Background: an optimization exercise with open tools, aiming at small area and a short achievable clock period. Do not read the settings as production practice. At most, simulation tests tie the RTL to the original design; equivalence was not proved. Power is estimated from default activity; no workload was simulated.

==> inputs of 01-17 <==
==> flow/design.v <==
`default_nettype none
module data_memory_bytelane #(
    parameter int XLEN        = 32,
    parameter int DEPTH_WORDS = 64,
    parameter int AW          = $clog2(DEPTH_WORDS)
) (
    input  logic            clk,
    input  logic            rst,
    input  logic            req_rd,
    input  logic            req_wr,
    input  logic [2:0]      funct3,
    input  logic [XLEN-1:0] addr,
    input  logic [XLEN-1:0] wdata,
    output logic            ready,
    output logic [XLEN-1:0] rdata,
    output logic            rvalid,
    output logic            fault
);
    localparam logic [AW-1:0] LAST_WORD = AW'(DEPTH_WORDS - 1);
    localparam int            HW        = AW / 2;           
    localparam int            NLO       = 1 << HW;
    localparam int            NHI       = 1 << (AW - HW);
    logic          r_ready;
    logic          r_clr;
    logic [AW-1:0] r_clr_cnt;
    logic          w_clr;
    logic          r_run;
    always_ff @(posedge clk or posedge rst) begin
        if (rst) begin
            r_ready   <= 1'b0;
            r_clr     <= 1'b1;
            r_clr_cnt <= '0;
        end else if (r_clr) begin
            r_clr_cnt <= r_clr_cnt + 1'b1;
            if (r_clr_cnt == LAST_WORD) begin
                r_ready <= 1'b1;
                r_clr   <= 1'b0;
            end
        end
    end
    assign ready = r_ready;
    assign w_clr = r_clr;
    assign r_run = !r_clr;
    logic r_par;
    always_ff @(posedge clk or posedge rst) begin
        if (rst) r_par <= 1'b0;
        else     r_par <= !r_par;
    end
    logic            w_accept;
    logic            w_bad;
    logic            w_fault;
    logic            w_load_ok;
    logic            w_store_ok;
    logic [1:0]      w_lane;
    logic [AW-1:0]   w_idx;
    logic [3:0]      w_be;
    logic [XLEN-1:0] w_wdata_rep;
    assign w_lane   = addr[1:0];
    assign w_idx    = addr[AW+1:2];
    assign w_accept = r_run && (req_rd || req_wr);
    always_comb begin
        w_bad = 1'b0;
        if (req_rd && req_wr) w_bad = 1'b1;
        if (req_rd && (funct3 == 3'b011 || funct3 == 3'b110 || funct3 == 3'b111)) w_bad = 1'b1;
        if (req_wr && (funct3[2] || funct3[1:0] == 2'b11)) w_bad = 1'b1;
        if (funct3[1:0] == 2'b01 && addr[0]) w_bad = 1'b1;
        if (funct3[1:0] == 2'b10 && addr[1:0] != 2'b00) w_bad = 1'b1;
        if (|addr[XLEN-1:AW+2]) w_bad = 1'b1;
    end
    assign w_fault    = w_accept && w_bad;
    assign w_load_ok  = w_accept && !w_bad && req_rd;
    assign w_store_ok = w_accept && !w_bad && req_wr;
    always_comb begin
        w_be        = 4'b0000;
        w_wdata_rep = wdata;
        case (funct3[1:0])
            2'b00: begin
                w_be[w_lane] = 1'b1;
                w_wdata_rep  = {4{wdata[7:0]}};
            end
            2'b01: begin
                w_be        = w_lane[1] ? 4'b1100 : 4'b0011;
                w_wdata_rep = {2{wdata[15:0]}};
            end
            default: begin
                w_be        = 4'b1111;
                w_wdata_rep = wdata;
            end
        endcase
        if (!w_store_ok) w_be = 4'b0000;
        if (w_clr)       w_be = 4'b1111;
    end
    logic [3:0] w_b0;
    logic       w_b1l1;
    logic       w_b1l3;
    logic       w_b23;
    logic [3:0] w_sg1;    
    logic [3:0] w_sg23;   
    always_comb begin
        w_b0   = 4'b0000;
        w_b1l1 = 1'b0;
        w_b1l3 = 1'b0;
        w_b23  = 1'b0;
        w_sg1  = 4'b0000;
        w_sg23 = 4'b0000;
        case (funct3[1:0])
            2'b00: begin
                w_b0[w_lane] = 1'b1;
                if (!funct3[2]) begin
                    w_sg1[w_lane]  = 1'b1;
                    w_sg23[w_lane] = 1'b1;
                end
            end
            2'b01: begin
                w_b0[{w_lane[1], 1'b0}] = 1'b1;
                w_b1l1 = !w_lane[1];
                w_b1l3 = w_lane[1];
                if (!funct3[2]) w_sg23[{w_lane[1], 1'b1}] = 1'b1;
            end
            default: begin
                w_b0[0] = 1'b1;
                w_b1l1  = 1'b1;
                w_b23   = 1'b1;
            end
        endcase
        if (!w_load_ok) begin
            w_b0   = 4'b0000;
            w_b1l1 = 1'b0;
            w_b1l3 = 1'b0;
            w_b23  = 1'b0;
            w_sg1  = 4'b0000;
            w_sg23 = 4'b0000;
        end
    end
    logic                   r_a_load;
    logic                   r_a_fault;
    logic [NLO-1:0]         r_a_lo_n;     
    logic [NHI-1:0]         r_a_hi_n;
    logic [3:0]             r_a_be_n;     
    logic [NLO-1:0]         r_b_lo;       
    logic [NHI-1:0]         r_b_hi;
    logic [XLEN-1:0]        r_a_col;
    logic [3:0]             r_a_b0;
    logic                   r_a_b1l1;
    logic                   r_a_b1l3;
    logic                   r_a_b23;
    logic [3:0]             r_a_sg1;
    logic [3:0]             r_a_sg23;
    always_ff @(posedge clk or posedge rst) begin
        if (rst) begin
            r_a_load  <= 1'b0;
            r_a_fault <= 1'b0;
        end else begin
            r_a_load  <= w_load_ok;
            r_a_fault <= w_fault;
        end
    end
    always_ff @(posedge clk) begin
        for (int i = 0; i < NLO; i++) begin
            r_a_lo_n[i] <= !(w_clr || w_idx[HW-1:0] == HW'(i));
        end
        for (int i = 0; i < NHI; i++) begin
            r_a_hi_n[i] <= !(w_clr || w_idx[AW-1:HW] == (AW-HW)'(i));
        end
        for (int i = 0; i < NLO; i++) begin
            r_b_lo[i] <= w_clr || w_idx[HW-1:0] == HW'(i);
        end
        for (int i = 0; i < NHI; i++) begin
            r_b_hi[i] <= w_clr || w_idx[AW-1:HW] == (AW-HW)'(i);
        end
        r_a_be_n <= ~w_be;
        for (int b = 0; b < XLEN; b++) begin
            r_a_col[b] <= w_be[b/8] ? ((!w_clr && w_wdata_rep[b]) ^ !r_par) : 1'b1;
        end
        r_a_b0   <= w_b0;
        r_a_b1l1 <= w_b1l1;
        r_a_b1l3 <= w_b1l3;
        r_a_b23  <= w_b23;
        r_a_sg1  <= w_sg1;
        r_a_sg23 <= w_sg23;
    end
    logic [DEPTH_WORDS-1:0][XLEN-1:0] mem;
    logic [DEPTH_WORDS-1:0] w_row_n;      
    for (genvar i = 0; i < DEPTH_WORDS; i++) begin : g_word
        logic [3:0] w_sel;
        logic       w_nsel;
        assign w_sel      = ~({4{r_a_hi_n[i / NLO] | r_a_lo_n[i % NLO]}} | r_a_be_n);
        assign w_nsel     = !(r_b_hi[i / NLO] && r_b_lo[i % NLO]);
        assign w_row_n[i] = w_nsel;
        for (genvar b = 0; b < XLEN; b++) begin : g_bit
            always_ff @(posedge clk) begin
                mem[i][b] <= !((mem[i][b] | w_sel[b/8]) & (w_nsel | r_a_col[b]));
            end
        end
    end
    logic [XLEN-1:0] w_raw_n;
    logic [XLEN-1:0] w_word;
    for (genvar b = 0; b < XLEN; b++) begin : g_rd
        logic [DEPTH_WORDS/2-1:0] w_l1;
        for (genvar p = 0; p < DEPTH_WORDS / 2; p++) begin : g_pair
            dm_rd_pair u_pair (
                .m0 (mem[2*p][b]),   .rn0(w_row_n[2*p]),
                .m1 (mem[2*p+1][b]), .rn1(w_row_n[2*p+1]),
                .y  (w_l1[p])
            );
        end
        dm_or32 u_or (.a(w_l1), .y(w_raw_n[b]));
    end
    assign w_word = w_raw_n ^ {XLEN{!r_par}};
    logic [XLEN-1:0] w_ext;
    logic [3:0]      w_sign;
    logic            w_fill1;
    logic            w_fill2;
    logic            w_fill3;
    assign w_sign = {w_word[31], w_word[23], w_word[15], w_word[7]};
    dm_fill u_fill1 (.sg(r_a_sg1),  .s(w_sign), .y(w_fill1));
    dm_fill u_fill2 (.sg(r_a_sg23), .s(w_sign), .y(w_fill2));
    dm_fill u_fill3 (.sg(r_a_sg23), .s(w_sign), .y(w_fill3));
    always_comb begin
        w_ext[7:0] = '0;
        for (int k = 0; k < 4; k++) begin
            w_ext[7:0] = w_ext[7:0] | ({8{r_a_b0[k]}} & w_word[8*k +: 8]);
        end
        w_ext[15:8]  = ({8{r_a_b1l1}} & w_word[15:8]) | ({8{r_a_b1l3}} & w_word[31:24])
                     | {8{w_fill1}};
        w_ext[23:16] = ({8{r_a_b23}} & w_word[23:16]) | {8{w_fill2}};
        w_ext[31:24] = ({8{r_a_b23}} & w_word[31:24]) | {8{w_fill3}};
    end
    always_ff @(posedge clk or posedge rst) begin
        if (rst) begin
            rdata  <= '0;
            rvalid <= 1'b0;
            fault  <= 1'b0;
        end else begin
            rvalid <= r_a_load;
            fault  <= r_a_fault;
            if (r_a_load || r_a_fault) begin
                rdata <= w_ext;
            end
        end
    end
endmodule
`default_nettype wire
`default_nettype none
module dm_rd_pair (
    input  logic m0,
    input  logic rn0,
    input  logic m1,
    input  logic rn1,
    output logic y
);
    assign y = !((m0 | rn0) & (m1 | rn1));
endmodule
module dm_fill (
    input  logic [3:0] sg,
    input  logic [3:0] s,
    output logic       y
);
    assign y = |(sg & s);
endmodule
module dm_nor2 (
    input  logic a,
    input  logic b,
    output logic y
);
    assign y = !(a | b);
endmodule
module dm_nand2 (
    input  logic a,
    input  logic b,
    output logic y
);
    assign y = !(a & b);
endmodule
module dm_nand4 (
    input  logic a,
    input  logic b,
    input  logic c,
    input  logic d,
    output logic y
);
    assign y = !(a & b & c & d);
endmodule
module dm_or32 (
    input  logic [31:0] a,
    output logic        y
);
    logic [15:0] l1;
    logic [3:0]  l2;
    logic [1:0]  l3;
    for (genvar i = 0; i < 16; i++) begin : g_l1
        dm_nor2 u (.a(a[2*i]), .b(a[2*i+1]), .y(l1[i]));
    end
    for (genvar i = 0; i < 4; i++) begin : g_l2
        dm_nand4 u (.a(l1[4*i]), .b(l1[4*i+1]), .c(l1[4*i+2]), .d(l1[4*i+3]), .y(l2[i]));
    end
    for (genvar i = 0; i < 2; i++) begin : g_l3
        dm_nor2 u (.a(l2[2*i]), .b(l2[2*i+1]), .y(l3[i]));
    end
    dm_nand2 u_l4 (.a(l3[0]), .b(l3[1]), .y(y));
endmodule
`default_nettype wire
==> flow/run.sh <==
#!/bin/bash
# synth_recipe.tcl (not shown) runs the flow's synth.tcl, then flattens the netlist and writes it again
# the make line also repeats each setting of config.mk as NAME=value (left out here)
make -C /OpenROAD-flow-scripts/flow DESIGN_CONFIG=/design/flow/config.mk WORK_HOME=/design/flow/orfs CLKGATE_MAP_FILE= SYNTH_SCRIPT=/design/flow/synth_recipe.tcl finish
==> flow/config.mk <==
export PLATFORM = sky130hd
export DESIGN_NAME = data_memory_bytelane
export DESIGN_NICKNAME = data_memory_bytelane
export VERILOG_FILES = /design/flow/design.v
export SDC_FILE = /design/flow/constraint.sdc
export NUM_CORES = 4
export LEC_CHECK = 0
export CAP_MARGIN = 20
export CORE_MARGIN = 2
export CORE_UTILIZATION = 40
export CTS_BUF_LIST = sky130_fd_sc_hd__clkbuf_16
export CTS_CLUSTER_DIAMETER = 60
export CTS_CLUSTER_SIZE = 22
export SETUP_SLACK_MARGIN = 3.0
export SLEW_MARGIN = 20
export SYNTH_HIERARCHICAL = 1
==> flow/constraint.sdc <==
create_clock -name core_clock -period 5.5 [get_ports {clk}]
set_input_delay 1.1000 -clock core_clock [delete_from_list [all_inputs] [get_ports {clk}]]
set_output_delay 1.1000 -clock core_clock [all_outputs]
set_load 0.01 [all_outputs]
==> 12-16 (differences from 01-17) <==
--- a/flow/design.v
+++ b/flow/design.v
@@ -136,4 +136,3 @@
     logic                   r_a_fault;
-    logic [NLO-1:0]         r_a_lo_n;     
-    logic [NHI-1:0]         r_a_hi_n;
+    logic [DEPTH_WORDS-1:0] r_a_row_n;    
     logic [3:0]             r_a_be_n;     
@@ -158,7 +157,4 @@
     always_ff @(posedge clk) begin
-        for (int i = 0; i < NLO; i++) begin
-            r_a_lo_n[i] <= !(w_clr || w_idx[HW-1:0] == HW'(i));
-        end
-        for (int i = 0; i < NHI; i++) begin
-            r_a_hi_n[i] <= !(w_clr || w_idx[AW-1:HW] == (AW-HW)'(i));
+        for (int i = 0; i < DEPTH_WORDS; i++) begin
+            r_a_row_n[i] <= !(w_clr || w_idx == AW'(i));
         end
@@ -182,3 +178,2 @@
     logic [DEPTH_WORDS-1:0][XLEN-1:0] mem;
-    logic [DEPTH_WORDS-1:0] w_row_n;      
     for (genvar i = 0; i < DEPTH_WORDS; i++) begin : g_word
@@ -186,5 +181,4 @@
         logic       w_nsel;
-        assign w_sel      = ~({4{r_a_hi_n[i / NLO] | r_a_lo_n[i % NLO]}} | r_a_be_n);
-        assign w_nsel     = !(r_b_hi[i / NLO] && r_b_lo[i % NLO]);
-        assign w_row_n[i] = w_nsel;
+        assign w_sel  = ~({4{r_a_row_n[i]}} | r_a_be_n);
+        assign w_nsel = !(r_b_hi[i / NLO] && r_b_lo[i % NLO]);
         for (genvar b = 0; b < XLEN; b++) begin : g_bit
@@ -201,4 +195,4 @@
             dm_rd_pair u_pair (
-                .m0 (mem[2*p][b]),   .rn0(w_row_n[2*p]),
-                .m1 (mem[2*p+1][b]), .rn1(w_row_n[2*p+1]),
+                .m0 (mem[2*p][b]),   .rn0(r_a_row_n[2*p]),
+                .m1 (mem[2*p+1][b]), .rn1(r_a_row_n[2*p+1]),
                 .y  (w_l1[p])
--- a/flow/config.mk
+++ b/flow/config.mk
@@ -10,5 +10,2 @@
 export CORE_UTILIZATION = 40
-export CTS_BUF_LIST = sky130_fd_sc_hd__clkbuf_16
-export CTS_CLUSTER_DIAMETER = 60
-export CTS_CLUSTER_SIZE = 22
 export SETUP_SLACK_MARGIN = 3.0
@@ -16 +13,2 @@
 export SYNTH_HIERARCHICAL = 1
+export TNS_END_PERCENT = 5
==> 12-18 (differences from 01-17) <==
--- a/flow/design.v
+++ b/flow/design.v
@@ -136,4 +136,3 @@
     logic                   r_a_fault;
-    logic [NLO-1:0]         r_a_lo_n;     
-    logic [NHI-1:0]         r_a_hi_n;
+    logic [DEPTH_WORDS-1:0] r_a_row_n;    
     logic [3:0]             r_a_be_n;     
@@ -158,7 +157,4 @@
     always_ff @(posedge clk) begin
-        for (int i = 0; i < NLO; i++) begin
-            r_a_lo_n[i] <= !(w_clr || w_idx[HW-1:0] == HW'(i));
-        end
-        for (int i = 0; i < NHI; i++) begin
-            r_a_hi_n[i] <= !(w_clr || w_idx[AW-1:HW] == (AW-HW)'(i));
+        for (int i = 0; i < DEPTH_WORDS; i++) begin
+            r_a_row_n[i] <= !(w_clr || w_idx == AW'(i));
         end
@@ -182,3 +178,2 @@
     logic [DEPTH_WORDS-1:0][XLEN-1:0] mem;
-    logic [DEPTH_WORDS-1:0] w_row_n;      
     for (genvar i = 0; i < DEPTH_WORDS; i++) begin : g_word
@@ -186,5 +181,4 @@
         logic       w_nsel;
-        assign w_sel      = ~({4{r_a_hi_n[i / NLO] | r_a_lo_n[i % NLO]}} | r_a_be_n);
-        assign w_nsel     = !(r_b_hi[i / NLO] && r_b_lo[i % NLO]);
-        assign w_row_n[i] = w_nsel;
+        assign w_sel  = ~({4{r_a_row_n[i]}} | r_a_be_n);
+        assign w_nsel = !(r_b_hi[i / NLO] && r_b_lo[i % NLO]);
         for (genvar b = 0; b < XLEN; b++) begin : g_bit
@@ -195,3 +189,3 @@
     end
-    logic [XLEN-1:0] w_raw_n;
+    logic [XLEN-1:0] w_raw;
     logic [XLEN-1:0] w_word;
@@ -201,4 +195,4 @@
             dm_rd_pair u_pair (
-                .m0 (mem[2*p][b]),   .rn0(w_row_n[2*p]),
-                .m1 (mem[2*p+1][b]), .rn1(w_row_n[2*p+1]),
+                .m0 (mem[2*p][b]),   .rn0(r_a_row_n[2*p]),
+                .m1 (mem[2*p+1][b]), .rn1(r_a_row_n[2*p+1]),
                 .y  (w_l1[p])
@@ -206,23 +200,34 @@
         end
-        dm_or32 u_or (.a(w_l1), .y(w_raw_n[b]));
+        dm_or32_n u_or (.a(w_l1), .y(w_raw[b]));
+        dm_xor2 u_par (.a(w_raw[b]), .b(r_par), .y(w_word[b]));
     end
-    assign w_word = w_raw_n ^ {XLEN{!r_par}};
-    logic [XLEN-1:0] w_ext;
-    logic [3:0]      w_sign;
-    logic            w_fill1;
-    logic            w_fill2;
-    logic            w_fill3;
-    assign w_sign = {w_word[31], w_word[23], w_word[15], w_word[7]};
-    dm_fill u_fill1 (.sg(r_a_sg1),  .s(w_sign), .y(w_fill1));
-    dm_fill u_fill2 (.sg(r_a_sg23), .s(w_sign), .y(w_fill2));
-    dm_fill u_fill3 (.sg(r_a_sg23), .s(w_sign), .y(w_fill3));
-    always_comb begin
-        w_ext[7:0] = '0;
-        for (int k = 0; k < 4; k++) begin
-            w_ext[7:0] = w_ext[7:0] | ({8{r_a_b0[k]}} & w_word[8*k +: 8]);
-        end
-        w_ext[15:8]  = ({8{r_a_b1l1}} & w_word[15:8]) | ({8{r_a_b1l3}} & w_word[31:24])
-                     | {8{w_fill1}};
-        w_ext[23:16] = ({8{r_a_b23}} & w_word[23:16]) | {8{w_fill2}};
-        w_ext[31:24] = ({8{r_a_b23}} & w_word[31:24]) | {8{w_fill3}};
+    logic            w_hold;
+    logic [XLEN-1:0] w_d;
+    logic [3:1]      w_fa;
+    logic [3:1]      w_fb;
+    assign w_hold = !(r_a_load || r_a_fault);
+    dm_a22oi u_f1a (.a1(r_a_sg1[0]),  .a2(w_word[7]),  .b1(r_a_sg1[1]),  .b2(w_word[15]), .y(w_fa[1]));
+    dm_a22oi u_f1b (.a1(r_a_sg1[2]),  .a2(w_word[23]), .b1(r_a_sg1[3]),  .b2(w_word[31]), .y(w_fb[1]));
+    dm_a22oi u_f2a (.a1(r_a_sg23[0]), .a2(w_word[7]),  .b1(r_a_sg23[1]), .b2(w_word[15]), .y(w_fa[2]));
+    dm_a22oi u_f2b (.a1(r_a_sg23[2]), .a2(w_word[23]), .b1(r_a_sg23[3]), .b2(w_word[31]), .y(w_fb[2]));
+    dm_a22oi u_f3a (.a1(r_a_sg23[0]), .a2(w_word[7]),  .b1(r_a_sg23[1]), .b2(w_word[15]), .y(w_fa[3]));
+    dm_a22oi u_f3b (.a1(r_a_sg23[2]), .a2(w_word[23]), .b1(r_a_sg23[3]), .b2(w_word[31]), .y(w_fb[3]));
+    for (genvar k = 0; k < 8; k++) begin : g_ext
+        logic w_x0, w_z0, w_x1, w_x2, w_x3;
+        dm_a222oi u_x0 (.a1(w_hold), .a2(rdata[k]),
+                        .b1(r_a_b0[0]), .b2(w_word[k]),
+                        .c1(r_a_b0[1]), .c2(w_word[8+k]), .y(w_x0));
+        dm_a22oi  u_z0 (.a1(r_a_b0[2]), .a2(w_word[16+k]),
+                        .b1(r_a_b0[3]), .b2(w_word[24+k]), .y(w_z0));
+        dm_nand2  u_d0 (.a(w_x0), .b(w_z0), .y(w_d[k]));
+        dm_a222oi u_x1 (.a1(w_hold), .a2(rdata[8+k]),
+                        .b1(r_a_b1l1), .b2(w_word[8+k]),
+                        .c1(r_a_b1l3), .c2(w_word[24+k]), .y(w_x1));
+        dm_nand3  u_d1 (.a(w_x1), .b(w_fa[1]), .c(w_fb[1]), .y(w_d[8+k]));
+        dm_a22oi  u_x2 (.a1(w_hold), .a2(rdata[16+k]),
+                        .b1(r_a_b23), .b2(w_word[16+k]), .y(w_x2));
+        dm_nand3  u_d2 (.a(w_x2), .b(w_fa[2]), .c(w_fb[2]), .y(w_d[16+k]));
+        dm_a22oi  u_x3 (.a1(w_hold), .a2(rdata[24+k]),
+                        .b1(r_a_b23), .b2(w_word[24+k]), .y(w_x3));
+        dm_nand3  u_d3 (.a(w_x3), .b(w_fa[3]), .c(w_fb[3]), .y(w_d[24+k]));
     end
@@ -236,5 +241,3 @@
             fault  <= r_a_fault;
-            if (r_a_load || r_a_fault) begin
-                rdata <= w_ext;
-            end
+            rdata  <= w_d;
         end
@@ -253,9 +256,2 @@
 endmodule
-module dm_fill (
-    input  logic [3:0] sg,
-    input  logic [3:0] s,
-    output logic       y
-);
-    assign y = |(sg & s);
-endmodule
 module dm_nor2 (
@@ -274,3 +270,3 @@
 endmodule
-module dm_nand4 (
+module dm_nand3 (
     input  logic a,
@@ -278,8 +274,34 @@
     input  logic c,
-    input  logic d,
     output logic y
 );
-    assign y = !(a & b & c & d);
+    assign y = !(a & b & c);
+endmodule
+module dm_xor2 (
+    input  logic a,
+    input  logic b,
+    output logic y
+);
+    assign y = a ^ b;
+endmodule
+module dm_a22oi (
+    input  logic a1,
+    input  logic a2,
+    input  logic b1,
+    input  logic b2,
+    output logic y
+);
+    assign y = !((a1 & a2) | (b1 & b2));
 endmodule
-module dm_or32 (
+module dm_a222oi (
+    input  logic a1,
+    input  logic a2,
+    input  logic b1,
+    input  logic b2,
+    input  logic c1,
+    input  logic c2,
+    output logic y
+);
+    assign y = !((a1 & a2) | (b1 & b2) | (c1 & c2));
+endmodule
+module dm_or32_n (
     input  logic [31:0] a,
@@ -288,4 +310,5 @@
     logic [15:0] l1;
-    logic [3:0]  l2;
-    logic [1:0]  l3;
+    logic [7:0]  l2;
+    logic [3:0]  l3;
+    logic [1:0]  l4;
     for (genvar i = 0; i < 16; i++) begin : g_l1
@@ -293,9 +316,12 @@
     end
-    for (genvar i = 0; i < 4; i++) begin : g_l2
-        dm_nand4 u (.a(l1[4*i]), .b(l1[4*i+1]), .c(l1[4*i+2]), .d(l1[4*i+3]), .y(l2[i]));
+    for (genvar i = 0; i < 8; i++) begin : g_l2
+        dm_nand2 u (.a(l1[2*i]), .b(l1[2*i+1]), .y(l2[i]));
     end
-    for (genvar i = 0; i < 2; i++) begin : g_l3
+    for (genvar i = 0; i < 4; i++) begin : g_l3
         dm_nor2 u (.a(l2[2*i]), .b(l2[2*i+1]), .y(l3[i]));
     end
-    dm_nand2 u_l4 (.a(l3[0]), .b(l3[1]), .y(y));
+    for (genvar i = 0; i < 2; i++) begin : g_l4
+        dm_nand2 u (.a(l3[2*i]), .b(l3[2*i+1]), .y(l4[i]));
+    end
+    dm_nor2 u_l5 (.a(l4[0]), .b(l4[1]), .y(y));
 endmodule
--- a/flow/config.mk
+++ b/flow/config.mk
@@ -9,6 +9,6 @@
 export CORE_MARGIN = 2
-export CORE_UTILIZATION = 40
+export CORE_UTILIZATION = 62
 export CTS_BUF_LIST = sky130_fd_sc_hd__clkbuf_16
 export CTS_CLUSTER_DIAMETER = 60
-export CTS_CLUSTER_SIZE = 22
+export CTS_CLUSTER_SIZE = 30
 export SETUP_SLACK_MARGIN = 3.0
==> comparison <==
01-17 finished with timing, DRC and antenna clean. 12-18 completed without violations. 12-16 finished with timing, DRC and antenna clean. The lowest wire length belongs to 12-18, the highest to 01-17. Fmax: 12-18 > 12-16 > 01-17. Clock skew, lowest first: 12-18, 12-16, 01-17. In 01-17 the die area is smaller than in 12-16, by about 1.1%. In 01-17 the combinational power is higher than in 12-18, by 94%. Against 01-17, the final area of 12-18 is smaller by about 6%. Against 12-16, the clock power of 12-18 is lower by 27%.
==> figures <==
Run status: 12-16 no timing/DRC/antenna violations; 12-18 no timing/DRC/antenna violations; 01-17 no timing/DRC/antenna violations
Flops & latches, synth: 12-16 2224; 12-18 2224; 01-17 2176
Cell area after placement: 12-16 76560 um^2; 12-18 75750 um^2; 01-17 75510 um^2
Post-synthesis share of cell area spent on full adders, half adders and majority gates: 12-16 0.01713%; 12-18 0.03237%; 01-17 0.01733%
TritonCTS Sinks: 12-16 2224; 12-18 2224; 01-17 2176
Worst R2R Setup Slack: 12-16 2.71 ns; 12-18 2.96 ns; 01-17 2.58 ns
# resized after CTS: 12-16 285; 12-18 353; 01-17 738
Fmax: 12-16 0.3589 GHz; 12-18 0.3924 GHz; 01-17 0.3423 GHz
Number of library cell types mapped by synthesis: 12-16 47; 12-18 49; 01-17 46
Number of buffers added for setup after CTS: 12-16 29; 12-18 30; 01-17 247
Tcrit/Tclk final: 12-16 50.66%; 12-18 46.33%; 01-17 53.12%
Post-synth design cell area: 12-16 73020 um^2; 12-18 73450 um^2; 01-17 72210 um^2
Time the worst path needs with I/O delays and setup: 12-16 2.786 ns; 12-18 2.548 ns; 01-17 2.922 ns
Pwr Total: 12-16 32.17 mW; 12-18 27.82 mW; 01-17 27.04 mW
Worst hold path stage count: 12-16 0; 12-18 1; 01-17 0
No functional check of the RTL was part of 01-17 and 12-16.

## port drivers added, routing unchanged
The flow's constraints put no driver on any port. The routed layouts listed below were extracted and timed again, unchanged, in two steps.
Step 1 assumes that a clkbuf_16 drives the clock port and a buf_2 every other input.
Step 2 times the ports against the registers' clock, not the clock port: input delays grow and output delays shrink by t, the midpoint of the rising clock arrivals with the driver on.
Slacks: ideal / step 1 / step 2; pairs: ideal / step 1.
run | shift t [ns] | setup WS [ns] | clock arrival spread, ns
01-17 | 0.901 | 2.578 / 2.578 / 2.269 | 0.048 / 0.049
12-16 | 0.936 | 2.714 / 2.714 / 1.982 | 0.037 / 0.037
12-18 | 0.853 | 2.952 / 2.884 / 2.079 | 0.033 / 0.033
After both steps every run listed still meets setup and hold. The setup slack of 12-18, which loses most, moves by -0.068 ns with the drivers and by -0.873 ns with both steps.
